This design comes from an exercise in tuning for small area on the open sky130 flow, not from production work. Only simulation tests tie the RTL to the original design; equivalence was not proved. Power figures rest on the tool's default switching activity, not on a simulated workload.

==> flow/design.v <==
module vram_scanout #(
  parameter int          H_ACTIVE = 640,
  parameter int          H_FP     = 16,
  parameter int          H_SYNC   = 96,
  parameter int          H_BP     = 48,
  parameter int          V_ACTIVE = 480,
  parameter int          V_FP     = 10,
  parameter int          V_SYNC   = 2,
  parameter int          V_BP     = 33,
  parameter int          PIX_DIV  = 4,
  parameter logic [7:0]  FG_COLOR = 8'hFF,
  parameter logic [7:0]  BG_COLOR = 8'h00
) (
  input  logic                clk_i,
  input  logic                rst_ni,
  input  logic [H_ACTIVE-1:0] vram_rd_data_i,
  output logic [8:0]          vram_addr_o,
  output logic                vram_turn_o,
  output logic                pix_en_o,
  output logic                hsync_o,
  output logic                vsync_o,
  output logic [7:0]          rgb_o,
  output logic                frame_start_o
);
  localparam int H_TOTAL = H_ACTIVE + H_FP + H_SYNC + H_BP;
  localparam int V_TOTAL = V_ACTIVE + V_FP + V_SYNC + V_BP;
  localparam int HW = $clog2(H_TOTAL);
  localparam int VW = $clog2(V_TOTAL);
  localparam int DW = (PIX_DIV > 1) ? $clog2(PIX_DIV) : 1;
  localparam logic [DW-1:0] DIV_LAST = DW'(PIX_DIV - 1);
  localparam logic [HW-1:0] H_LAST   = HW'(H_TOTAL - 1);
  localparam logic [HW-1:0] H_ACT    = HW'(H_ACTIVE);
  localparam logic [HW-1:0] H_FETCH  = HW'(H_ACTIVE + 1);
  localparam logic [HW-1:0] HS_BEG   = HW'(H_ACTIVE + H_FP);
  localparam logic [HW-1:0] HS_END   = HW'(H_ACTIVE + H_FP + H_SYNC);
  localparam logic [VW-1:0] V_LAST   = VW'(V_TOTAL - 1);
  localparam logic [VW-1:0] V_ACT    = VW'(V_ACTIVE);
  localparam logic [VW-1:0] VS_BEG   = VW'(V_ACTIVE + V_FP);
  localparam logic [VW-1:0] VS_END   = VW'(V_ACTIVE + V_FP + V_SYNC);
  localparam int RL    = H_ACTIVE + 1;
  localparam int ROT0  = PIX_DIV * (H_TOTAL - H_ACTIVE) - 5;   
  localparam int TAP   = RL - 1;
  localparam int DINV = RL - (RL - 1) / PIX_DIV;
  localparam bit TAP_INV = ((1 + ROT0) % 2) == 1;
  logic [DW-1:0]       div_q;
  logic [HW-1:0]       hcnt_q;
  logic [VW-1:0]       lcnt_q;
  logic                ld_q, nld_q;
  logic                pix_q;
  logic [RL-1:0]       ring_q, ring_d;
  logic                pix_en;
  logic                line_end;
  logic                active;
  logic                guard;
  logic                past_fetch;
  logic                fetching;
  logic                tap;
  assign pix_en     = (div_q == DIV_LAST);
  assign line_end   = pix_en && (hcnt_q == H_LAST);
  assign guard      = (hcnt_q == H_FETCH) && (div_q == '0);
  assign past_fetch = (hcnt_q > H_FETCH) || ((hcnt_q == H_FETCH) && (div_q != '0));
  assign active     = (hcnt_q < H_ACT) && (lcnt_q < V_ACT);
  assign fetching   = (hcnt_q == H_FETCH) &&
                      (guard ? (lcnt_q < V_ACT - 1) || (lcnt_q == V_LAST) : (lcnt_q < V_ACT));
  assign tap        = ring_q[TAP] ^ TAP_INV;
  for (genvar p = 0; p < RL; p++) begin : g_ring
    localparam int H = ((((TAP - ROT0 - p) % RL + RL) % RL) * DINV) % RL;
    localparam int PREV = (p + RL - 1) % RL;
    if (H >= H_ACTIVE) begin : g_pass
      assign ring_d[p] = ~(ring_q[PREV] | ld_q);
    end else begin : g_load
      assign ring_d[p] = ~((vram_rd_data_i[H] | nld_q) & (ring_q[PREV] | ld_q));
    end
  end
  always_ff @(posedge clk_i) begin
    ring_q <= ring_d;
  end
  always_ff @(posedge clk_i) begin
    if (!rst_ni) begin
      div_q   <= '0;
      hcnt_q  <= '0;
      lcnt_q  <= '0;
      ld_q    <= 1'b1;
      nld_q   <= 1'b1;
      pix_q   <= 1'b0;
    end else begin
      if (line_end) {hcnt_q, div_q} <= '0;
      else          {hcnt_q, div_q} <= {hcnt_q, div_q} + 1'b1;
      if (guard) lcnt_q <= (lcnt_q == V_LAST) ? '0 : lcnt_q + 1'b1;
      if (pix_en) pix_q <= active && tap;
      ld_q    <= fetching && (div_q == DW'(2));
      nld_q   <= !(fetching && (div_q == DW'(2)));
    end
  end
  logic hs_n, vs_n;
  assign hs_n = (hcnt_q > HS_BEG) && (hcnt_q <= HS_END);
  assign vs_n = ((hcnt_q == '0) || past_fetch) ? (lcnt_q > VS_BEG) && (lcnt_q <= VS_END)
                                               : (lcnt_q >= VS_BEG) && (lcnt_q < VS_END);
  assign vram_addr_o = (lcnt_q < V_ACT) ? 9'(lcnt_q) : 9'(V_ACTIVE - 1);
  assign vram_turn_o   = !fetching;
  assign pix_en_o      = pix_en;
  assign hsync_o       = !hs_n;
  assign vsync_o       = !vs_n;
  assign rgb_o         = pix_q ? FG_COLOR : BG_COLOR;
  assign frame_start_o = (div_q == '0) && (hcnt_q == HW'(1)) && (lcnt_q == '0);
endmodule
==> flow/config.mk <==
export PLATFORM = sky130hd
export DESIGN_NAME = vram_scanout
export DESIGN_NICKNAME = vram_scanout
export VERILOG_FILES = /design/flow/design.v
export SDC_FILE = /design/flow/constraint.sdc
export NUM_CORES = 4
export LEC_CHECK = 0
export CAP_MARGIN = 0
export CORE_MARGIN = 2
export CORE_UTILIZATION = 50
export SLEW_MARGIN = 0
==> flow/constraint.sdc <==
create_clock -name core_clock -period 10.0 [get_ports {clk_i}]
set_input_delay 2.0000 -clock core_clock [delete_from_list [all_inputs] [get_ports {clk_i}]]
set_output_delay 2.0000 -clock core_clock [all_outputs]
set_load 0.01 [all_outputs]
standard.sh (not shown) runs the stock make flow with config.mk's settings and CLKGATE_MAP_FILE= SYNTH_SCRIPT=/design/flow/synth_recipe.tcl, a recipe that flattens the netlist after the stock synthesis.
==> flow/flow/run.sh <==
#!/bin/bash
# The standard ORFS layout (standard.sh), with two changes:
#  - each port gets the smallest buffer (buf_1) instead of the default one;
#  - CTS builds the tree from clkbuf_4 only, clusters up to 11 flip-flops per
#    leaf buffer and inserts no dummy loads.
set -euo pipefail
export BUFFER_PORTS_ARGS="-buffer_cell sky130_fd_sc_hd__buf_1"
export CTS_ARGS="-sink_clustering_enable -repair_clock_nets -dont_use_dummy_load -sink_clustering_size 11 -sink_clustering_max_diameter 50 -buf_list sky130_fd_sc_hd__clkbuf_4 -root_buf sky130_fd_sc_hd__clkbuf_4"
bash standard.sh > make_flow.log 2>&1
Rerun with:
--- a/flow/design.v
+++ b/flow/design.v
@@ -46,20 +46,19 @@
   logic [HW-1:0]       hcnt_q;
   logic [VW-1:0]       lcnt_q;
   logic                ld_q, nld_q;
   logic                pix_q;
+  logic                vs_q;
   logic [RL-1:0]       ring_q, ring_d;
   logic                pix_en;
   logic                line_end;
   logic                active;
   logic                guard;
-  logic                past_fetch;
   logic                fetching;
   logic                tap;
   assign pix_en     = (div_q == DIV_LAST);
   assign line_end   = pix_en && (hcnt_q == H_LAST);
   assign guard      = (hcnt_q == H_FETCH) && (div_q == '0);
-  assign past_fetch = (hcnt_q > H_FETCH) || ((hcnt_q == H_FETCH) && (div_q != '0));
   assign active     = (hcnt_q < H_ACT) && (lcnt_q < V_ACT);
   assign fetching   = (hcnt_q == H_FETCH) &&
                       (guard ? (lcnt_q < V_ACT - 1) || (lcnt_q == V_LAST) : (lcnt_q < V_ACT));
   assign tap        = ring_q[TAP] ^ TAP_INV;
@@ -82,25 +81,25 @@
       lcnt_q  <= '0;
       ld_q    <= 1'b1;
       nld_q   <= 1'b1;
       pix_q   <= 1'b0;
+      vs_q    <= 1'b1;
     end else begin
       if (line_end) {hcnt_q, div_q} <= '0;
       else          {hcnt_q, div_q} <= {hcnt_q, div_q} + 1'b1;
       if (guard) lcnt_q <= (lcnt_q == V_LAST) ? '0 : lcnt_q + 1'b1;
       if (pix_en) pix_q <= active && tap;
+      if (pix_en && hcnt_q == '0) vs_q <= !((lcnt_q >= VS_BEG) && (lcnt_q < VS_END));
       ld_q    <= fetching && (div_q == DW'(2));
       nld_q   <= !(fetching && (div_q == DW'(2)));
     end
   end
-  logic hs_n, vs_n;
+  logic hs_n;
   assign hs_n = (hcnt_q > HS_BEG) && (hcnt_q <= HS_END);
-  assign vs_n = ((hcnt_q == '0) || past_fetch) ? (lcnt_q > VS_BEG) && (lcnt_q <= VS_END)
-                                               : (lcnt_q >= VS_BEG) && (lcnt_q < VS_END);
   assign vram_addr_o = (lcnt_q < V_ACT) ? 9'(lcnt_q) : 9'(V_ACTIVE - 1);
   assign vram_turn_o   = !fetching;
   assign pix_en_o      = pix_en;
   assign hsync_o       = !hs_n;
-  assign vsync_o       = !vs_n;
+  assign vsync_o       = vs_q;
   assign rgb_o         = pix_q ? FG_COLOR : BG_COLOR;
   assign frame_start_o = (div_q == '0) && (hcnt_q == HW'(1)) && (lcnt_q == '0);
 endmodule
What happened:
- total power is about the same
- worst setup slack improved by 0.10 ns
- area after synthesis hardly moves
- non-clock buffer count shrinks by 4
- sequential share of layout area grows by 0.24 points
- clock power hardly moves
- routed wire length shrinks by 2.2%
- final cell count shrinks by about 0.9%
- cell area hardly moves
- clock-buffer cell count shrinks by 1
- combinational power is about the same
- hold slack improved by 0.017 ns

afterwards: timing with drivers on the ports:
Ports are ideal in the flow. The routed layouts listed here were re-timed in OpenROAD.
Step 1 sets driving cells, clkbuf_16 on the clock port and buf_2 on the other inputs (assumed; they add their load-dependent delay and slew).
Step 2 moves the port delays by t, midway between the first and last clock arrival at a register: inputs arrive t later, outputs are due t later. That takes back most of the time a late clock gives input paths.
a / b / c = ideal / step 1 / step 2; a / b = the first two.
| run | t, ns | slack for setup (ns) | worst setup path after step 2 | worst register clock-pin slew, ns | worst data-port slew with drivers (ns) |
|---|---|---|---|---|---|
| the first run | 0.793 | 5.295 / 5.243 / 6.036 | register to output | 0.12 / 0.12 | 0.14 |
| the second run | 0.791 | 5.399 / 5.345 / 6.136 | register to output | 0.12 / 0.12 | 0.14 |
After both steps every run listed still meets setup and hold.
